This is an optimization exercise on Yosys and OpenROAD, whose aim is small area and a short achievable clock period, not a production implementation.
In this exercise RTL edits were held to simulation tests only and were not proved equivalent to the original.
Power figures rest on the tool's default switching activity, not on a simulated workload.

==> design/flow/design.v <==
package stack_pkg;
  localparam int DATA_W_DEF = 8;
  localparam int DEPTH_DEF  = 256;
endpackage
module stack_ram (
  input  logic       clk,
  input  logic [1:0] wb_en_i,
  input  logic [3:0] row0_i,
  input  logic [3:0] row1_i,
  input  logic [7:0] wb_data0_i,
  input  logic [7:0] wb_data1_i,
  output logic [7:0] rd_data0_o,
  output logic [7:0] rd_data1_o
);
  logic [31:0][7:0][7:0] ring_q;
  logic [15:0][7:0]      tail0, tail1;
  always_ff @(posedge clk) begin
    for (int g = 0; g < 32; g++) begin
      if (g % 2 == 0) begin
        if (wb_en_i[0] && row0_i == 4'(g / 2)) ring_q[g][0] <= wb_data0_i;
        else                                   ring_q[g][0] <= ring_q[g][7];
      end else begin
        if (wb_en_i[1] && row1_i == 4'(g / 2)) ring_q[g][0] <= wb_data1_i;
        else                                   ring_q[g][0] <= ring_q[g][7];
      end
      for (int j = 1; j < 8; j++) ring_q[g][j] <= ring_q[g][j-1];
    end
  end
  always_comb begin
    for (int h = 0; h < 16; h++) begin
      tail0[h] = ring_q[2*h][7];
      tail1[h] = ring_q[2*h+1][7];
    end
  end
  assign rd_data0_o = tail0[row0_i];
  assign rd_data1_o = tail1[row1_i];
endmodule
module param_stack #(
  parameter int DATA_W = stack_pkg::DATA_W_DEF,
  parameter int DEPTH  = stack_pkg::DEPTH_DEF,
  parameter int PTR_W  = 8
) (
  input  logic              clk,
  input  logic              rst,
  input  logic              push,
  input  logic              pop,
  input  logic              tos,
  input  logic              clr_err,
  input  logic [DATA_W-1:0] d_in,
  output logic [DATA_W-1:0] d_out,
  output logic              d_out_vld,
  output logic [PTR_W:0]    count,
  output logic              empty,
  output logic              full,
  output logic              overflow,
  output logic              underflow
);
  logic [8:0]       cnt_q;
  logic             empty_q, full_q;
  logic [7:0]       dout_q;
  logic             vld_q, ovf_q, unf_q;
  logic [15:0][7:0] cache_q;
  logic [15:0]      sv_q;       
  logic [15:0]      sd_q;       
  logic [2:0]       ph_q;       
  logic [1:0]       wbg_q;      
  logic [1:0]       ldg_q;      
  logic [1:0][3:0]  hi_q;       
  logic [1:0][7:0]  wb_data;
  logic [7:0]       rd_data0, rd_data1;
  logic       inc, dec, repl, rd;
  logic [3:0]       sa;
  logic [15:0]      oh_a, oh_b;    
  logic [15:0][7:0] cache_top;     
  assign sa = cnt_q[3:0];
  always_comb begin
    for (int s = 0; s < 16; s++) begin
      oh_a[s]      = (sa == 4'(s));
      oh_b[s]      = (sa == 4'(s + 1));
      cache_top[s] = cache_q[(s + 15) % 16];
    end
  end
  assign inc  = push && !full_q && (!pop || empty_q);
  assign dec  = pop && !push && !empty_q;
  assign repl = push && pop && !empty_q;
  assign rd   = !empty_q && (pop || (tos && !push));
  logic [2:0] ph_n;
  assign ph_n = ph_q + 3'd1;
  logic [1:0][3:0] hi_d;
  logic [1:0]      evt_d;
  always_comb begin
    for (int p = 0; p < 2; p++) begin
      logic [3:0] s;
      s = {p[0], ph_n};
      hi_d[p]  = (s < cnt_q[3:0]) ? cnt_q[7:4] : cnt_q[7:4] - 4'd1;
      evt_d[p] = (inc && oh_a[s]) || ((dec || repl) && oh_b[s]);
    end
  end
  logic [1:0] wb_go, ld_go, wbg_d, ldg_d;
  always_comb begin
    for (int p = 0; p < 2; p++) begin
      wbg_d[p] = sd_q[{p[0], ph_n}] && !evt_d[p];
      ldg_d[p] = !sv_q[{p[0], ph_n}] && !evt_d[p];
    end
  end
  assign wb_go = wbg_q;
  assign ld_go = ldg_q;
  always_comb begin
    for (int p = 0; p < 2; p++) wb_data[p] = cache_q[{p[0], ph_q}];
  end
  always_ff @(posedge clk) hi_q <= hi_d;
  always_ff @(posedge clk) begin
    if (rst) begin
      cnt_q   <= '0;
      empty_q <= 1'b1;
      full_q  <= 1'b0;
      dout_q  <= '0;
      vld_q   <= 1'b0;
      ovf_q   <= 1'b0;
      unf_q   <= 1'b0;
      sv_q    <= '1;
      sd_q    <= '0;
      ph_q    <= '0;
      wbg_q   <= '0;
      ldg_q   <= '0;
    end else begin
      ph_q    <= ph_n;
      wbg_q   <= wbg_d;
      ldg_q   <= ldg_d;
      if (inc) begin
        cnt_q   <= cnt_q + 9'd1;
        empty_q <= 1'b0;
        full_q  <= (cnt_q == 9'd255);
      end else if (dec) begin
        cnt_q   <= cnt_q - 9'd1;
        empty_q <= (cnt_q == 9'd1);
        full_q  <= 1'b0;
      end
      vld_q <= rd;
      if (rd) dout_q <= cache_top[sa];
      ovf_q <= (ovf_q && !clr_err) || (push && !pop && full_q);
      unf_q <= (unf_q && !clr_err) || (empty_q && (pop || (tos && !push)));
      for (int s = 0; s < 16; s++) begin
        if ((inc && oh_a[s]) || (repl && oh_b[s])) begin
          cache_q[s] <= d_in;
          sv_q[s]    <= 1'b1;
          sd_q[s]    <= 1'b1;
        end else if (dec && oh_b[s]) begin
          sv_q[s] <= (cnt_q <= 9'd16);
          sd_q[s] <= 1'b0;
        end else begin
          if (ph_q == 3'(s % 8) && ld_go[s / 8]) begin
            cache_q[s] <= (s < 8) ? rd_data0 : rd_data1;
            sv_q[s]    <= 1'b1;
          end
          if (ph_q == 3'(s % 8) && wb_go[s / 8]) sd_q[s] <= 1'b0;
        end
      end
    end
  end
  stack_ram u_ram (
    .clk        (clk),
    .wb_en_i    (wb_go),
    .row0_i     (hi_q[0]),
    .row1_i     (hi_q[1]),
    .wb_data0_i (wb_data[0]),
    .wb_data1_i (wb_data[1]),
    .rd_data0_o (rd_data0),
    .rd_data1_o (rd_data1)
  );
  assign count     = cnt_q;
  assign empty     = empty_q;
  assign full      = full_q;
  assign d_out     = dout_q;
  assign d_out_vld = vld_q;
  assign overflow  = ovf_q;
  assign underflow = unf_q;
endmodule
==> design/flow/run.sh <==
#!/bin/bash
# synth_recipe.tcl (not shown) runs the flow's synth.tcl, then flattens the netlist and writes it again
# the make line also repeats each setting of config.mk as NAME=value (left out here)
make -C /OpenROAD-flow-scripts/flow DESIGN_CONFIG=/design/flow/config.mk WORK_HOME=/design/flow/orfs CLKGATE_MAP_FILE= SYNTH_SCRIPT=/design/flow/synth_recipe.tcl finish
==> design/flow/config.mk <==
export PLATFORM = sky130hd
export DESIGN_NAME = param_stack
export DESIGN_NICKNAME = param_stack
export VERILOG_FILES = /design/flow/design.v
export SDC_FILE = /design/flow/constraint.sdc
export NUM_CORES = 4
export LEC_CHECK = 0
export ABC_AREA = 1
export CAP_MARGIN = 20
export CORE_MARGIN = 2
export CORE_UTILIZATION = 70
export CTS_CLUSTER_DIAMETER = 100
export CTS_CLUSTER_SIZE = 25
export SETUP_SLACK_MARGIN = 2.4
export SLEW_MARGIN = 20
==> design/flow/constraint.sdc <==
create_clock -name core_clock -period 4.5 [get_ports {clk}]
set_input_delay 0.9000 -clock core_clock [delete_from_list [all_inputs] [get_ports {clk}]]
set_output_delay 0.9000 -clock core_clock [all_outputs]
set_load 0.01 [all_outputs]
==> results of run 1 <==
[path summary, 6_finish.rpt]
path | endpoint | slack, ns | cells after the start | from
hold reg to reg | u_ram.ring_q[1306]$_DFF_P_ | 0.29 | 0 | u_ram.ring_q[1298]$_DFF_P_
setup reg to reg | cache_q[126]$_DFFE_PP_ | 2.34 | 8 | empty_q$_SDFFE_PP1P_
setup / recovery | count[0] | 2.27 | 2 | cnt_q[0]$_SDFFE_PP0P_
hold / removal | u_ram.ring_q[1306]$_DFF_P_ | 0.29 | 0 | u_ram.ring_q[1298]$_DFF_P_
[layout by cell type, fill, tap and decap left out, types with 80 or more instances in the layout]
cell type	count
a21oi_1	107
buf_4	115
clkbuf_16	102
dfxtp_1	2089
edfxtp_1	128
inv_1	80
nand2_1	902
nand3_1	249
nor2_1	93
o21ai_0	215
o21ai_1	308
[flip-flops by register name, summed over array words and instances (netlist names), 2 cells and up]
signal / flops
cache_q: 128
ldg_q: 2
sv_q: 16
cnt_q: 9
ph_q: 3
u_ram.ring_q: 2048
hi_q: 8
wbg_q: 2
sd_q: 16
dout_q: 8
[critical path, cell delays in order (launching register included)]
cell and delay, ns:
dfxtp_4 0.39, buf_16 0.13, buf_6 0.11
[kinds of logic after synthesis]
group | Yosys count | synth area share, %
adder cells (fa/ha/maj) | 17 | 0.368
buffers and inverters | 303 | 2.25
AND/OR/NAND/NOR | 1455 | 10.5
XOR/XNOR | 4 | 0.0606
AO/OA/AOI/OAI | 730 | 6.95
flip-flops | 2245 | 79.9
[area by class of cell]
cell class / count / area share (%)
inverter: 115 / 0.787
sequential: 2245 / 72.1
tap: 1070 / 2.09
multi-input combinational: 2207 / 17.7
clock inverter: 7 / 0.279
timing repair inverter: 1 / 0.0136
timing repair buffer: 187 / 3.01
clock buffer: 112 / 4.02
[report_power, final]
part | internal [mW] | switching (mW) | leakage [nW] | total [mW]
Clock | 4.14 | 5.79 | 1.33 | 9.93
Combinational | 0.917 | 2.18 | 5.81 | 3.10
Sequential | 21.5 | 0.510 | 18.3 | 22.0
[metrics by stage]
stage	util (%)	std cells
final	78.3	5944
after global routing	78.3	5944
after CTS	77.7	5918
after detailed placement	72.3	5714
after global placement	72.3	5714
after floorplan	-	4754
[layer usage]
layer  track usage (%)  part of all wire [%]  up-vias
li1                  -                     -    15700
met3              5.54                   7.9      435
met2              49.9                    45     1629
met1              43.3                    42    16200
met5                 0                 0.012        -
met4              14.4                   4.9        2
[Yosys cell counts (2+ instances only)]
master | count | area (µm²)
a21oi_1 | 120 | 601
a21oi_2 | 2 | 17.5
a31oi_1 | 4 | 25.0
buf_1 | 38 | 143
buf_2 | 49 | 245
buf_4 | 15 | 113
buf_6 | 6 | 67.6
clkbuf_1 | 80 | 300
dfxtp_1 | 2117 | 42400
edfxtp_1 | 128 | 3840
ha_1 | 17 | 213
inv_1 | 86 | 323
inv_2 | 28 | 105
nand2_1 | 983 | 3690
nand2_2 | 5 | 31.3
nand3_1 | 256 | 1280
nand3_2 | 4 | 40.0
nand4_1 | 66 | 413
nor2_1 | 126 | 473
nor2_2 | 2 | 12.5
nor2_4 | 4 | 45.0
nor3_1 | 4 | 20.0
nor3_2 | 4 | 40.0
o211ai_1 | 36 | 270
o21ai_0 | 311 | 1560
o21ai_1 | 215 | 1080
o21ai_2 | 8 | 70.1
o221ai_1 | 4 | 35.0
o22ai_1 | 13 | 81.3
o22ai_2 | 4 | 50.1
o22ai_4 | 11 | 220
xor2_1 | 4 | 35.0
[timing repair]
action | in CTS | in global routing
buffers inserted | 77 | 23
gates resized for setup | 330 | 87
pin swaps | 32 | 24
endpoints found under the setup margin | 596 | 351
hold buffers | 0 | 0
cloned | 8 | 2
==> results_dict.tcl, run 1 <==
set metrics [dict create \
    outcome "complete, no violations" \
    drtAntennaViolNets 0 \
    syn-instance-count 4754 \
    cts-root-buf "clkbuf_16" \
    dp_slack_ns 1.06 \
    core.rowCount 105 \
    layout-drive-gt1-share_pct 11.3 \
    ys.flop_type "dfxtp_1" \
    leakage_nw 25.4 \
    synth_area_um2 57800 \
    grt_max_degree 69 \
    start_util_pct 70.6 \
    antenna_found_initial 2 \
    powerDensity_nw_per_um2 546 \
    max_freq_mhz 449 \
    cts_made_buffers 100 \
    rsz0062_at_grt "true" \
    tns_ns 0 \
    cp-end-kind "output port" \
    clock_latency_ns 0.71 \
    crit_type "flop to output port" \
    grt.total_usage_pct 31.7 \
    yosysUniqueCellTypes 36 \
    final_nets 4888 \
    avgSynthCellArea_um2 12.2 \
    hold_viol 0 \
    finalPower_mw 35.0 \
    ys_ff_latch 2245 \
    synth-async-reset-ratio_pct 0 \
    area_delta_synth_final_pct 11.0 \
    cts_tree "yes" \
    dieHeight_um 291 \
    portBuffers 35 \
    setup_viol 0 \
    drt_pre_antenna_iters 6 \
    via_per_inst 5.70 \
    max-vdd-ir-drop_v 0.000557 \
    fin_skew_ns 0.0552 \
    crit_path_start_kind "flop" \
    slew_headroom_pct 19.2 \
    via_count 33900 \
    worst_slack_ns 2.27 \
    grt.overflow.total 0 \
    grt_first_pass_wirelength_um 202000 \
    hold_ws_ns 0.290 \
    routed_wl_um 135000 \
    fp.dieW_um 291 \
    finalCritPeriodShare_pct 49.5 \
    grt_pass1_vias 33200 \
    dp_hpwl_um 80900 \
    wl_per_cell_um 22.8 \
    dpl_cell_area_um2 59300 \
    post-route-min-period_ns 2.23 \
    crit_fanout 4 \
    cp.arrival_ns 1.33 \
    required_ns 3.60 \
    clockBufferDepth 3 \
    core_area_um2 82000 \
    io_pins 36 \
    drc 0 \
    dr.first_iter.drc_count 4005 \
    finalInstanceArea_um2 64200 \
    seq_area_um2 46300 \
    fillCellCount 4734 \
    synth_seq_area_share_pct 79.9 \
    multi_input_area_um2 11300 \
    cts.sinks 2245 \
    die-area_um2 84900 \
    clk_pin_slew_ns 0.10 \
    worst_slew_pin_slew_ns 1.21 \
    place.gp.congestion 0.923 \
    cts-htree-levels 3 \
    drv_cap 0 \
    synthesis.nets 4785 \
    synth_edf_count 128 \
    hold_path_class "flop to flop" \
    drv_slew 0 \
    yosys_warnings 2 \
    diodes 0 \
]
==> run 2: changes to the inputs <==
--- a/design/flow/config.mk
+++ b/design/flow/config.mk
@@ -11,5 +11,5 @@
 export CORE_UTILIZATION = 70
-export CTS_CLUSTER_DIAMETER = 100
+export CTS_CLUSTER_DIAMETER = 60
 export CTS_CLUSTER_SIZE = 25
-export SETUP_SLACK_MARGIN = 2.4
+export SETUP_SLACK_MARGIN = 2.35
 export SLEW_MARGIN = 20
==> results_dict.tcl, run 2 <==
set metrics [dict create \
    grt_pass1_vias 32200 \
    clock_latency_ns 0.72 \
    max_freq_mhz 452 \
    outcome "complete, no violations" \
    worst_slew_pin_slew_ns 1.31 \
    grt.overflow.total 0 \
    cp.arrival_ns 2.80 \
    crit_buf_inv 2 \
    synth_edf_count 128 \
    post-route-min-period_ns 2.21 \
    holdBufCountCts 0 \
    yosys-top-cells-count "dfxtp_1, nand2_1, o21ai_0, nand3_1, o21ai_1" \
    synth_top_family_by_area "simple AND/OR/NAND/NOR gates" \
    yosysUniqueCellTypes 36 \
    final_common_cell "dfxtp_1" \
    finalCritPeriodShare_pct 49.1 \
    antenna_found_initial 6 \
    yosys.area_share.xor_xnor_pct 0.0606 \
    core_area_um2 82000 \
    dieHeight_um 291 \
    tns_ns 0 \
    dr.first_iter.drc_count 3899 \
    cts-htree-levels 3 \
    drt_pre_antenna_iters 8 \
    portBuffers 35 \
    fin_skew_ns 0.0625 \
    drc 0 \
    avgSynthCellArea_um2 12.2 \
    start_util_pct 70.6 \
    synthAdderAreaFrac_pct 0.368 \
    synth.top_cell.area_share_pct 73.3 \
    crit_path_start_kind "flop" \
    crit_fanout 5 \
    rsz0062_at_grt "true" \
    synth_area_um2 57800 \
    leakage_nw 25.3 \
    yosysMostFrequentCell "dfxtp_1" \
    worst_slack_ns 2.29 \
    hold_path_class "flop to flop" \
    final_cell_mix "dfxtp_1, nand2_1, o21ai_0" \
    ys_ff_latch 2245 \
    synth-async-reset-ratio_pct 0 \
    dp_slack_ns 1.07 \
    drv_slew 0 \
    ys.flop_type "dfxtp_1" \
    cts_made_buffers 111 \
    synthTopCellsByArea "dfxtp_1, edfxtp_1, nand2_1" \
    critPathSlowestCell "dfxtp_4" \
    core.rowCount 105 \
    synth_top_area_cell "dfxtp_1" \
    synth_mux_area_share_pct 0 \
    required_ns 5.09 \
    layout-drive-gt1-share_pct 10.9 \
    yosys_warnings 2 \
    synthSimpleGateAreaFrac_pct 10.5 \
    powerDensity_nw_per_um2 562 \
    grt_first_pass_wirelength_um 194000 \
    grt_max_degree 106 \
    synth_seq_area_share_pct 79.9 \
    grt.total_usage_pct 30.5 \
    clockBufferDepth 3 \
    cts.sinks 2245 \
    synth_compound_area_share_pct 6.95 \
    cp-end-kind "flop" \
    top_regs "u_ram.ring_q (2048), cache_q (128)" \
    crit_family "simple AND/OR/NAND/NOR gates" \
    drv_cap 0 \
    place.gp.congestion 0.964 \
    largest_reg_flops 2048 \
    cts-root-buf "clkbuf_16" \
    cts_tree "yes" \
    clk_pin_slew_ns 0.10 \
    die-area_um2 84900 \
    crit_type "flop to flop" \
    crit_chain "buf_4 -> ha_4 -> nand3_4 -> inv_2 -> nand2_1 -> nor3_1 -> ha_1 -> or2_2 -> a31oi_1" \
    dp_hpwl_um 79400 \
    synthesis.nets 4785 \
    final_nets 4854 \
    critPathMaxStageDelay_ns 0.38 \
    setup_viol 0 \
    hold_viol 0 \
    area_delta_synth_final_pct 10.5 \
    via_per_inst 5.64 \
    io_pins 36 \
    fp.dieW_um 291 \
    slew_headroom_pct 12.3 \
    via_count 33500 \
    drtAntennaViolNets 0 \
    wl_per_cell_um 22.1 \
    routed_wl_um 131000 \
    regMostFlops "u_ram.ring_q" \
    max-vdd-ir-drop_v 0.000518 \
    syn-instance-count 4754 \
]
## run 2: cell counts after synthesis
No cell type changed its count.
## run 2: metal layers
layer	routed length (µm)	part of all wire (%)	GRT usage, %
met5	0	0	0
met4	7250	5.5	14.9
met3	11200	8.5	6.04
met2	58200	44	47.8
met1	54600	42	41.2
## run 2: worst reg2reg max path: cells and delay by family (launching register included)
kind	cells	cell delay, ns
AND/OR/NAND/NOR	4	0.80
adder cells (fa/ha/maj)	2	0.47
buffers and inverters	2	0.33
AO/OA/AOI/OAI	1	0.16
flip-flops	1	0.38
## run 2: logic make-up (layout without fill, tap and decap cells)
| group | count (synthesis) | after routing |
|---|---|---|
| adder cells (fa/ha/maj) | 17 | 17 |
| flip-flops | 2245 | 2245 |
| XOR/XNOR | 4 | 4 |
| AND/OR/NAND/NOR | 1455 | 1456 |
| buffers and inverters | 303 | 411 |
| AO/OA/AOI/OAI | 730 | 730 |
| other | 0 | 4 |
## run 2: metrics by stage
step | instances | util, % | power (mW) | hold slack [ns] | instance area [µm²]
5_1_grt | 5934 | 78.0 | 37.0 | 0.283 | 63900
3_3_place_gp | 5711 | 72.3 | 24.8 | 0.310 | 59300
4_1_cts | 5919 | 77.6 | 35.9 | 0.279 | 63600
3_5_place_dp | 5711 | 72.3 | 24.9 | 0.312 | 59300
6_report | 5937 | 78.0 | 35.9 | 0.277 | 63900
2_1_floorplan | 4754 | - | 23.8 | 0.310 | 58200
## run 2: worst paths after layout
path | start | endpoint | slack (ns) | cells after the start
hold reg to reg | u_ram.ring_q[1711]$_DFF_P_ | u_ram.ring_q[1719]$_DFF_P_ | 0.28 | 0
setup reg to reg | cnt_q[1]$_SDFFE_PP0P_ | cnt_q[8]$_SDFFE_PP0P_ | 2.29 | 9
setup / recovery | cnt_q[1]$_SDFFE_PP0P_ | cnt_q[8]$_SDFFE_PP0P_ | 2.29 | 9
hold / removal | u_ram.ring_q[1711]$_DFF_P_ | u_ram.ring_q[1719]$_DFF_P_ | 0.28 | 0
## run 2: timing repair
item,4_1_cts,5_1_grt
cloned,4,2
setup endpoints to repair,595,269
setup buffers,51,11
hold endpoints to repair,0,0
pin swaps,20,12
gates resized for setup,276,59
## run 2: area by class of cell
type	count	area, µm²
antenna	4	10.0
clock buffer	122	2910
clock inverter	31	452
fill	4962	18100
inverter	115	482
multi-input combinational	2207	11100
sequential	2245	46300
tap	1070	1340
timing repair buffer	143	1350
## run 2: power by group
| part | switching, mW | internal (mW) | total [mW] |
|---|---|---|---|
| combinational | 2.11 | 0.796 | 2.91 |
| clock | 6.17 | 4.84 | 11.0 |
| sequential | 0.480 | 21.5 | 22.0 |
==> run 3: changes to the inputs <==
--- a/design/flow/config.mk
+++ b/design/flow/config.mk
@@ -12,3 +12,3 @@
 export CTS_CLUSTER_DIAMETER = 60
-export CTS_CLUSTER_SIZE = 25
+export CTS_CLUSTER_SIZE = 35
 export SETUP_SLACK_MARGIN = 2.35
==> results_dict.tcl, run 3 <==
set metrics [dict create \
    critPathLaunch "ph_q[1]$_SDFF_PP0_" \
    post-route-min-period_ns 2.22 \
    yosysMostFrequentCell "dfxtp_1" \
    synth_top_area_cell "dfxtp_1" \
    yosys-top-cells-count "dfxtp_1, nand2_1, o21ai_0, nand3_1, o21ai_1" \
    ys.flop_type "dfxtp_1" \
    grt.total_usage_pct 30.5 \
    dr.first_iter.drc_count 3718 \
    synthTopCellsByArea "dfxtp_1, edfxtp_1, nand2_1" \
    synth_area_um2 57800 \
    largest_reg_flops 2048 \
    final_nets 4852 \
    regMostFlops "u_ram.ring_q" \
    die-area_um2 84900 \
    crit_path_start_kind "flop" \
    via_count 33500 \
    cts-root-buf "clkbuf_16" \
    worst_slew_pin_slew_ns 1.32 \
    powerDensity_nw_per_um2 564 \
    p_comb_share_pct 8.2 \
    setup_viol 0 \
    final_common_cell "dfxtp_1" \
    cts_made_buffers 99 \
    leakage_nw 25.5 \
    grt_pass1_vias 32000 \
    slew_headroom_pct 11.9 \
    dp_slack_ns 1.07 \
    core_area_um2 82000 \
    crit_type "flop to flop" \
    crit_end "hi_q[7]$_DFF_P_" \
    fillCellCount 4889 \
    cts.sinks 2245 \
    intPower_mw 27.1 \
    max-vdd-ir-drop_v 0.000522 \
    dp_hpwl_um 79400 \
    via_per_inst 5.62 \
    grt.overflow.total 0 \
    rsz0062_at_grt "true" \
    drv_cap 0 \
    syn-instance-count 4754 \
    grt_max_degree 106 \
    routed_wl_um 131000 \
    power_switching_mw 9.28 \
    pwr-share-seq_pct 60.5 \
    fp.dieW_um 291 \
    area_delta_synth_final_pct 11.3 \
    io_pins 36 \
    max_freq_mhz 450 \
    synth-async-reset-ratio_pct 0 \
    r2r_slack_ns 2.28 \
    cp-end-kind "flop" \
    fin_skew_ns 0.0328 \
    antenna_found_initial 5 \
    worst_slack_ns 2.28 \
    hold_viol 0 \
    crit_fanout 11 \
    tns_ns 0 \
    hold_path_class "flop to flop" \
    clock_latency_ns 0.71 \
    cts-htree-levels 3 \
    clockBufferDepth 3 \
    finalCritPeriodShare_pct 49.4 \
    cts_tree "yes" \
    drc 0 \
    multi_input_area_um2 11200 \
    cp.arrival_ns 2.84 \
    required_ns 5.11 \
    wl_per_cell_um 22.1 \
    avgSynthCellArea_um2 12.2 \
    yosys_warnings 2 \
    outcome "complete, no violations" \
    holdBufCountCts 0 \
    portBuffers 35 \
    seq_area_um2 46300 \
    ys_ff_latch 2245 \
    r2r_cells 8 \
    drv_slew 0 \
    start_util_pct 70.6 \
    switching_share_pct 25.5 \
    yosysUniqueCellTypes 36 \
    place.gp.congestion 0.964 \
    top_regs "u_ram.ring_q (2048), cache_q (128)" \
    reg2reg_from "ph_q[1]$_SDFF_PP0_" \
    final_cell_mix "dfxtp_1, nand2_1, o21ai_0" \
    synth.top_cell.area_share_pct 73.3 \
    drtAntennaViolNets 0 \
    synthesis.nets 4785 \
    drt_pre_antenna_iters 8 \
    synth_edf_count 128 \
    clockPowerShare_pct 31.3 \
    synth_seq_area_share_pct 79.9 \
    core.rowCount 105 \
    layout-drive-gt1-share_pct 11.6 \
    clk_pin_slew_ns 0.12 \
    reg2reg_to "hi_q[7]$_DFF_P_" \
    dieHeight_um 291 \
    grt_first_pass_wirelength_um 194000 \
]
[run 3: cell counts after synthesis]
No cell type changed its count.
[run 3: through the flow]
step,power [mW],instance area [µm²],util [%],hold slack [ns],instances
floorplan,23.8,58200,-,0.310,4754
global placement,24.8,59300,72.3,0.310,5711
detailed placement,24.9,59300,72.3,0.312,5711
CTS,36.2,63800,77.9,0.320,5931
global route,37.5,64400,78.5,0.317,5959
finish,36.3,64400,78.5,0.310,5962
[run 3: critical path, stage by stage (launching register included)]
cell	delay, ns
dfxtp_2	0.47
buf_12	0.19
ha_2	0.22
ha_4	0.24
inv_2	0.17
ha_1	0.29
a21oi_4	0.20
nand2_4	0.12
o21ai_2	0.24
[run 3: worst min path at each step]
stage,start,endpoint,cells after the start
2_1_floorplan,u_ram.ring_q[992]$_DFF_P_,u_ram.ring_q[1000]$_DFF_P_,0
4_1_cts,u_ram.ring_q[1204]$_DFF_P_,u_ram.ring_q[1212]$_DFF_P_,0
3_3_place_gp,u_ram.ring_q[79]$_DFF_P_,u_ram.ring_q[87]$_DFF_P_,0
6_report,u_ram.ring_q[139]$_DFF_P_,u_ram.ring_q[147]$_DFF_P_,0
3_5_place_dp,u_ram.ring_q[181]$_DFF_P_,u_ram.ring_q[189]$_DFF_P_,0
5_1_grt,u_ram.ring_q[1950]$_DFF_P_,u_ram.ring_q[1958]$_DFF_P_,0
[run 3: logic make-up after synthesis]
family | share of synthesized area, %
compound gates | 6.95
xor+xnor | 0.0606
fa+ha+maj | 0.368
buf+inv | 2.25
flops | 79.9
simple gates | 10.5
[run 3: cell type report]
class / instances / area share, %
diodes: 3 / 0.0117
clock buffers: 103 / 3.94
clock inverters: 66 / 1.64
inverters: 115 / 0.756
multi-input cells: 2207 / 17.4
flip-flops and latches: 2245 / 71.9
well taps: 1070 / 2.08
repair buffers: 152 / 2.26
repair inverters: 1 / 0.0136
[run 3: repair_timing]
item	in CTS	in global routing
setup endpoints to repair	595	377
pin swaps	19	16
buffers inserted	47	24
gates cloned	4	4
gates resized for setup	279	92
[run 3: per-layer routing]
| layer | vias up | wire length, µm | track usage (%) |
|---|---|---|---|
| met1 | 15700 | 55400 | 41.5 |
| met4 | 4 | 7280 | 15.5 |
| met2 | 1627 | 58000 | 46.9 |
| met5 | - | 31 | 0 |
| met3 | 471 | 10800 | 6.12 |
| li1 | 15700 | - | - |
[run 3: power by group through the flow]
stage	logic [mW]	clock network, mW	registers, mW
CTS	2.73	11.5	22.0
floorplan	1.57	0	22.2
detailed placement	2.43	0	22.4
global route	3.12	12.2	22.1
global placement	2.39	0	22.4
finish	2.97	11.4	22.0
==> run 4: changes to the inputs <==
--- a/design/flow/config.mk
+++ b/design/flow/config.mk
@@ -11,4 +11,4 @@
 export CORE_UTILIZATION = 70
-export CTS_CLUSTER_DIAMETER = 60
-export CTS_CLUSTER_SIZE = 35
+export CTS_CLUSTER_DIAMETER = 50
+export CTS_CLUSTER_SIZE = 40
 export SETUP_SLACK_MARGIN = 2.35
==> results_dict.tcl, run 4 <==
set metrics [dict create \
    cts_tree "yes" \
    crit_type "flop to output port" \
    clockBufferDepth 3 \
    finalCritPeriodShare_pct 48.6 \
    cts-root-buf "clkbuf_16" \
    dp_slack_ns 1.07 \
    wl_met1_um 54800 \
    largest_reg_flops 2048 \
    cts_made_buffers 134 \
    ys.flop_type "dfxtp_1" \
    dieHeight_um 291 \
    rsz0062_at_grt "true" \
    core_area_um2 82000 \
    crit_buf_inv 2 \
    dr.max_layer_used "met5" \
    worst_slack_ns 2.31 \
    hold_path_class "flop to flop" \
    avgSynthCellArea_um2 12.2 \
    grt_max_degree 106 \
    crit_family "flip-flops" \
    critPathMaxStageDelay_ns 0.36 \
    wl_per_cell_um 22.0 \
    drc 0 \
    r2r_cells 9 \
    area_delta_synth_final_pct 13.3 \
    worstHoldPathCells 0 \
    path_depth 2 \
    final_common_cell "dfxtp_1" \
    fin_skew_ns 0.0590 \
    synth-async-reset-ratio_pct 0 \
    grt_first_pass_wirelength_um 198000 \
    regMostFlops "u_ram.ring_q" \
    drv_cap 0 \
    crit_chain "buf_12 -> buf_6" \
    post-route-min-period_ns 2.19 \
    dp_hpwl_um 79400 \
    syn-instance-count 4754 \
    layout-drive-gt1-share_pct 12.7 \
    yosys_warnings 2 \
    cp-end-kind "output port" \
    dr.first_iter.drc_count 3628 \
    yosys-top-cells-count "dfxtp_1, nand2_1, o21ai_0, nand3_1, o21ai_1" \
    synthTopCellsByArea "dfxtp_1, edfxtp_1, nand2_1" \
    clk_pin_slew_ns 0.12 \
    fp.dieW_um 291 \
    place.gp.congestion 0.964 \
    hold_viol 0 \
    drt_pre_antenna_iters 9 \
    final_nets 4889 \
    outcome "complete, no violations" \
    finalPower_mw 38.4 \
    portBuffers 35 \
    holdBufCountCts 0 \
    tns_ns 0 \
    leakage_nw 26.1 \
    synth_area_um2 57800 \
    crit_path_start_kind "flop" \
    final_cell_mix "dfxtp_1, nand2_1, o21ai_0" \
    synthesis.nets 4785 \
    numPlacedInstances 5711 \
    yosysUniqueCellTypes 36 \
    worst_slew_pin_slew_ns 1.31 \
    ys_ff_latch 2245 \
    synth.top_cell.area_share_pct 73.3 \
    clock_latency_ns 0.76 \
    slew_headroom_pct 12.3 \
    cts-htree-levels 4 \
    max-vdd-ir-drop_v 0.000504 \
    hold_ws_ns 0.311 \
    met2WireLength_um 59000 \
    powerDensity_nw_per_um2 586 \
    required_ns 3.60 \
    via_count 34000 \
    synth_top_area_cell "dfxtp_1" \
    wl_met3_um 11400 \
    max_freq_mhz 457 \
    grt_pass1_vias 33000 \
    routed_wl_um 133000 \
    cts.sinks 2245 \
    via_per_inst 5.64 \
    antenna_found_initial 5 \
    die-area_um2 84900 \
    core.rowCount 105 \
    instances_no_fill 6041 \
    io_pins 36 \
    critPathSlowestCell "dfxtp_4" \
    synth_edf_count 128 \
    grt.overflow.total 0 \
    drtAntennaViolNets 0 \
    crit_fanout 3 \
    grt.total_usage_pct 31.2 \
    setup_viol 0 \
    start_util_pct 70.6 \
    drv_slew 0 \
    top_regs "u_ram.ring_q (2048), cache_q (128)" \
    cp.arrival_ns 1.29 \
    yosysMostFrequentCell "dfxtp_1" \
    synth_seq_area_share_pct 79.9 \
]
[run 4: routing by layer]
layer / up-vias / track usage, %
met4: 2 / 16.2
met1: 16000 / 41.9
met2: 1686 / 48.4
li1: 15800 / -
met5: - / 0
met3: 577 / 6.21
[run 4: power breakdown]
part           switching [mW]  internal [mW]  total (mW)
Clock                    7.06           6.34        13.4
Combinational            2.14          0.828        2.97
Sequential              0.486           21.5        22.0
Total                    9.69           28.7        38.4
[run 4: final timing paths]
| kind | slack [ns] | end | from |
|---|---|---|---|
| worst max register to register | 2.33 | cache_q[61]$_DFFE_PP_ | hi_q[1]$_DFF_P_ |
| worst min register to register | 0.31 | u_ram.ring_q[1134]$_DFF_P_ | u_ram.ring_q[1126]$_DFF_P_ |
| worst min-delay path | 0.31 | u_ram.ring_q[1134]$_DFF_P_ | u_ram.ring_q[1126]$_DFF_P_ |
| worst max-delay path | 2.31 | count[1] | cnt_q[1]$_SDFFE_PP0P_ |
[run 4: kinds of logic (layout without fill, tap and decap cells)]
| logic type | count (synthesis) | count (layout) | share of synthesized area, % |
|---|---|---|---|
| compound gates | 730 | 730 | 6.95 |
| xor+xnor | 4 | 4 | 0.0606 |
| fa+ha+maj | 17 | 17 | 0.368 |
| buf+inv | 303 | 516 | 2.25 |
| flops | 2245 | 2245 | 79.9 |
| other cells | 0 | 3 | 0 |
| simple gates | 1455 | 1456 | 10.5 |
[run 4: layout make-up]
| type | count | area (µm²) |
|---|---|---|
| diodes | 3 | 7.51 |
| flip-flops and latches | 2245 | 46300 |
| clock buffers | 147 | 3480 |
| fillers | 4707 | 16500 |
| inverters | 115 | 487 |
| well taps | 1070 | 1340 |
| clock inverters | 99 | 1240 |
| repair buffers | 155 | 1500 |
| multi-input cells | 2207 | 11200 |
[run 4: stage by stage]
step / utilization (%) / area (µm²)
after floorplan: - / 58200
after global placement: 72.3 / 59300
after detailed placement: 72.3 / 59300
after CTS: 79.4 / 65100
after global routing: 79.9 / 65500
final: 79.9 / 65500
[run 4: repair_timing]
item,CTS,global route
gates resized for setup,282,72
endpoints found under the hold margin,0,0
pin swaps,25,13
setup endpoints to repair,595,308
cloned,4,3
buffers inserted,57,17
==> run 5: changes to the inputs <==
--- a/design/flow/config.mk
+++ b/design/flow/config.mk
@@ -11,4 +11,4 @@
 export CORE_UTILIZATION = 70
-export CTS_CLUSTER_DIAMETER = 50
-export CTS_CLUSTER_SIZE = 40
+export CTS_CLUSTER_DIAMETER = 100
+export CTS_CLUSTER_SIZE = 25
 export SETUP_SLACK_MARGIN = 2.35
==> results_dict.tcl, run 5 <==
set metrics [dict create \
    place.gp.congestion 0.964 \
    pwr-share-seq_pct 63.2 \
    powerDensity_nw_per_um2 548 \
    yosys-top-cells-count "dfxtp_1, nand2_1, o21ai_0, nand3_1, o21ai_1" \
    synth_top_area_cell "dfxtp_1" \
    final_nets 4851 \
    clockPowerShare_pct 28.4 \
    final_cell_mix "dfxtp_1, nand2_1, o21ai_0" \
    switching_share_pct 24.0 \
    fin_skew_ns 0.0731 \
    max_freq_mhz 445 \
    power_switching_mw 8.36 \
    layout-drive-gt1-share_pct 10.3 \
    dp_hpwl_um 79400 \
    hold_viol 0 \
    grt_max_degree 106 \
    dieHeight_um 291 \
    syn-instance-count 4754 \
    die-area_um2 84900 \
    dr.first_iter.drc_count 3449 \
    numPlacedInstances 5711 \
    top_regs "u_ram.ring_q (2048), cache_q (128)" \
    synth_seq_area_share_pct 79.9 \
    clk_pin_slew_ns 0.10 \
    leakage_nw 25.1 \
    core_area_um2 82000 \
    grt.overflow.total 0 \
    synth_edf_count 128 \
    p_comb_share_pct 8.5 \
    fillCellCount 5068 \
    worst_slew_pin_slew_ns 1.47 \
    hold_path_class "flop to flop" \
    crit_buf_inv 2 \
    slew_headroom_pct 1.49 \
    io_pins 36 \
    crit_fanout 3 \
    wl_per_cell_um 22.1 \
    via_per_inst 5.65 \
    largest_reg_flops 2048 \
    area_delta_synth_final_pct 9.77 \
    ys.flop_type "dfxtp_1" \
    yosys_warnings 2 \
    regMostFlops "u_ram.ring_q" \
    required_ns 3.60 \
    synth-async-reset-ratio_pct 0 \
    cts_made_buffers 100 \
    crit_type "flop to output port" \
    setup_viol 0 \
    hold_ws_ns 0.280 \
    avgSynthCellArea_um2 12.2 \
    cts.sinks 2245 \
    fp.dieW_um 291 \
    grt_first_pass_wirelength_um 191000 \
    drv_slew 0 \
    yosysUniqueCellTypes 36 \
    crit_path_start_kind "flop" \
    max-vdd-ir-drop_v 0.000547 \
    routed_wl_um 130000 \
    synth_area_um2 57800 \
    via_count 33400 \
    crit_family "flip-flops" \
    outcome "complete, no violations" \
    clockBufferDepth 3 \
    synthesis.nets 4785 \
    intPower_mw 26.4 \
    final_common_cell "dfxtp_1" \
    synthTopCellsByArea "dfxtp_1, edfxtp_1, nand2_1" \
    cp.arrival_ns 1.35 \
    cts_tree "yes" \
    portBuffers 35 \
    critPathSlowestCell "dfxtp_4" \
    clock_latency_ns 0.73 \
    critPathMaxStageDelay_ns 0.38 \
    instances_no_fill 5912 \
    cp-end-kind "output port" \
    finalCritPeriodShare_pct 49.9 \
    cts-htree-levels 3 \
    grt_pass1_vias 31800 \
    drt_pre_antenna_iters 11 \
    grt.total_usage_pct 30.1 \
    synth.top_cell.area_share_pct 73.3 \
    start_util_pct 70.6 \
    drc 0 \
    antenna_found_initial 6 \
    rsz0062_at_grt "true" \
    cts-root-buf "clkbuf_16" \
    drtAntennaViolNets 0 \
    core.rowCount 105 \
    tns_ns 0 \
    post-route-min-period_ns 2.25 \
    ys_ff_latch 2245 \
    yosysMostFrequentCell "dfxtp_1" \
    crit_chain "buf_12 -> clkbuf_2" \
    drv_cap 0 \
]
-- run 5: what timing repair did --
item | in CTS | in global routing
pin swaps | 22 | 19
setup endpoints to repair | 595 | 347
setup buffers | 44 | 25
gates cloned | 4 | 4
hold buffers | 0 | 0
gates resized for setup | 276 | 81
-- run 5: routing by layer --
layer	track usage, %	routed length (µm)	up-vias
met4	15.8	7780	0
li1	-	-	15600
met5	0	0	-
met2	46.5	57400	1641
met1	40.6	54200	15600
met3	6.07	11200	549
-- run 5: final timing paths --
path	slack (ns)	from	depth (start not counted)	to
max	2.25	cnt_q[1]$_SDFFE_PP0P_	2	count[1]
min	0.28	u_ram.ring_q[1687]$_DFF_P_	0	u_ram.ring_q[1695]$_DFF_P_
max reg2reg	2.31	hi_q[1]$_DFF_P_	9	cache_q[37]$_DFFE_PP_
min reg2reg	0.28	u_ram.ring_q[1687]$_DFF_P_	0	u_ram.ring_q[1695]$_DFF_P_
-- run 5: stage by stage --
step           power, mW  setup WS (ns)  instance area [µm²]  util [%]
2_1_floorplan       23.8           2.24                58200         -
3_3_place_gp        24.8           1.14                59300      72.3
3_5_place_dp        24.9           1.07                59300      72.3
4_1_cts             34.7           2.06                63000      76.8
5_1_grt             35.9           2.22                63500      77.4
6_report            34.8           2.25                63500      77.4
-- run 5: cell families (layout without fill, tap and decap cells) --
kind of cell	count (synthesis)	in the layout	synth area share [%]
AO/OA/AOI/OAI	730	730	6.95
XOR/XNOR	4	4	0.0606
adder cells (fa/ha/maj)	17	17	0.368
buffers and inverters	303	387	2.25
flip-flops	2245	2245	79.9
other	0	3	0
AND/OR/NAND/NOR	1455	1456	10.5
-- run 5: cell type report --
cell class                      instances  area (µm²)  area share, %
Inverter                              115         492          0.774
Clock buffer                          113        2570           4.05
Multi-Input combinational cell       2207       11200           17.6
Timing Repair Buffer                  150        1440           2.27
Timing Repair inverter                  1        8.76         0.0138
Sequential cell                      2245       46300           72.9
Tap cell                             1070        1340           2.11
Antenna cell                            3        7.51         0.0118
Clock inverter                          8         171          0.270
-- run 5: worst reg2reg max path, cell delays in order, from the launching register on --
cell and delay [ns]:
dfxtp_4 0.43, buf_12 0.20, nor2_2 0.08, buf_4 0.25, nand2_1 0.10, nand4_1 0.23, nand2_1 0.17, nand2_2 0.19
o21ai_0 0.27, nand2_1 0.09
-- run 5: power by group through the flow --
| stage | logic [mW] | registers, mW | clock network [mW] |
|---|---|---|---|
| after detailed placement | 2.43 | 22.4 | 0 |
| after CTS | 2.71 | 22.0 | 10.0 |
| final | 2.94 | 22.0 | 9.87 |
| after global placement | 2.39 | 22.4 | 0 |
| after global routing | 3.09 | 22.1 | 10.7 |
| after floorplan | 1.57 | 22.2 | 0 |

==> port drivers added, routing unchanged <==
The results above use ideal ports. As a check the final layouts listed here were re-extracted and re-timed, cells and wires unchanged.
Step 1 assumes that a clkbuf_16 drives the clock port and a buf_2 every other input.
Step 2, shift: input delay + t, output delay - t, t = (earliest + latest rising clock arrival at the registers) / 2. This alone moves slack from input paths to output paths.
a / b / c = ideal ports / drivers / drivers and shift; a / b = the first two.
| run | t (ns) | slack for setup (ns) | worst setup path after step 2 | slew at the worst register clock pin (ns) |
|---|---|---|---|---|
| run 1 | 0.746 | 2.270 / 2.202 / 1.571 | input to register | 0.11 / 0.11 |
| run 2 | 0.760 | 2.290 / 2.249 / 1.630 | input to register | 0.10 / 0.10 |
| run 3 | 0.762 | 2.276 / 2.243 / 1.635 | input to register | 0.12 / 0.12 |
| run 4 | 0.791 | 2.311 / 2.243 / 1.600 | input to register | 0.12 / 0.12 |
| run 5 | 0.762 | 2.254 / 2.188 / 1.639 | input to register | 0.11 / 0.11 |
After both steps every run listed still meets setup and hold. For run 4, which loses most, drivers alone change the setup slack by -0.068 ns; drivers and shift together by -0.711 ns.
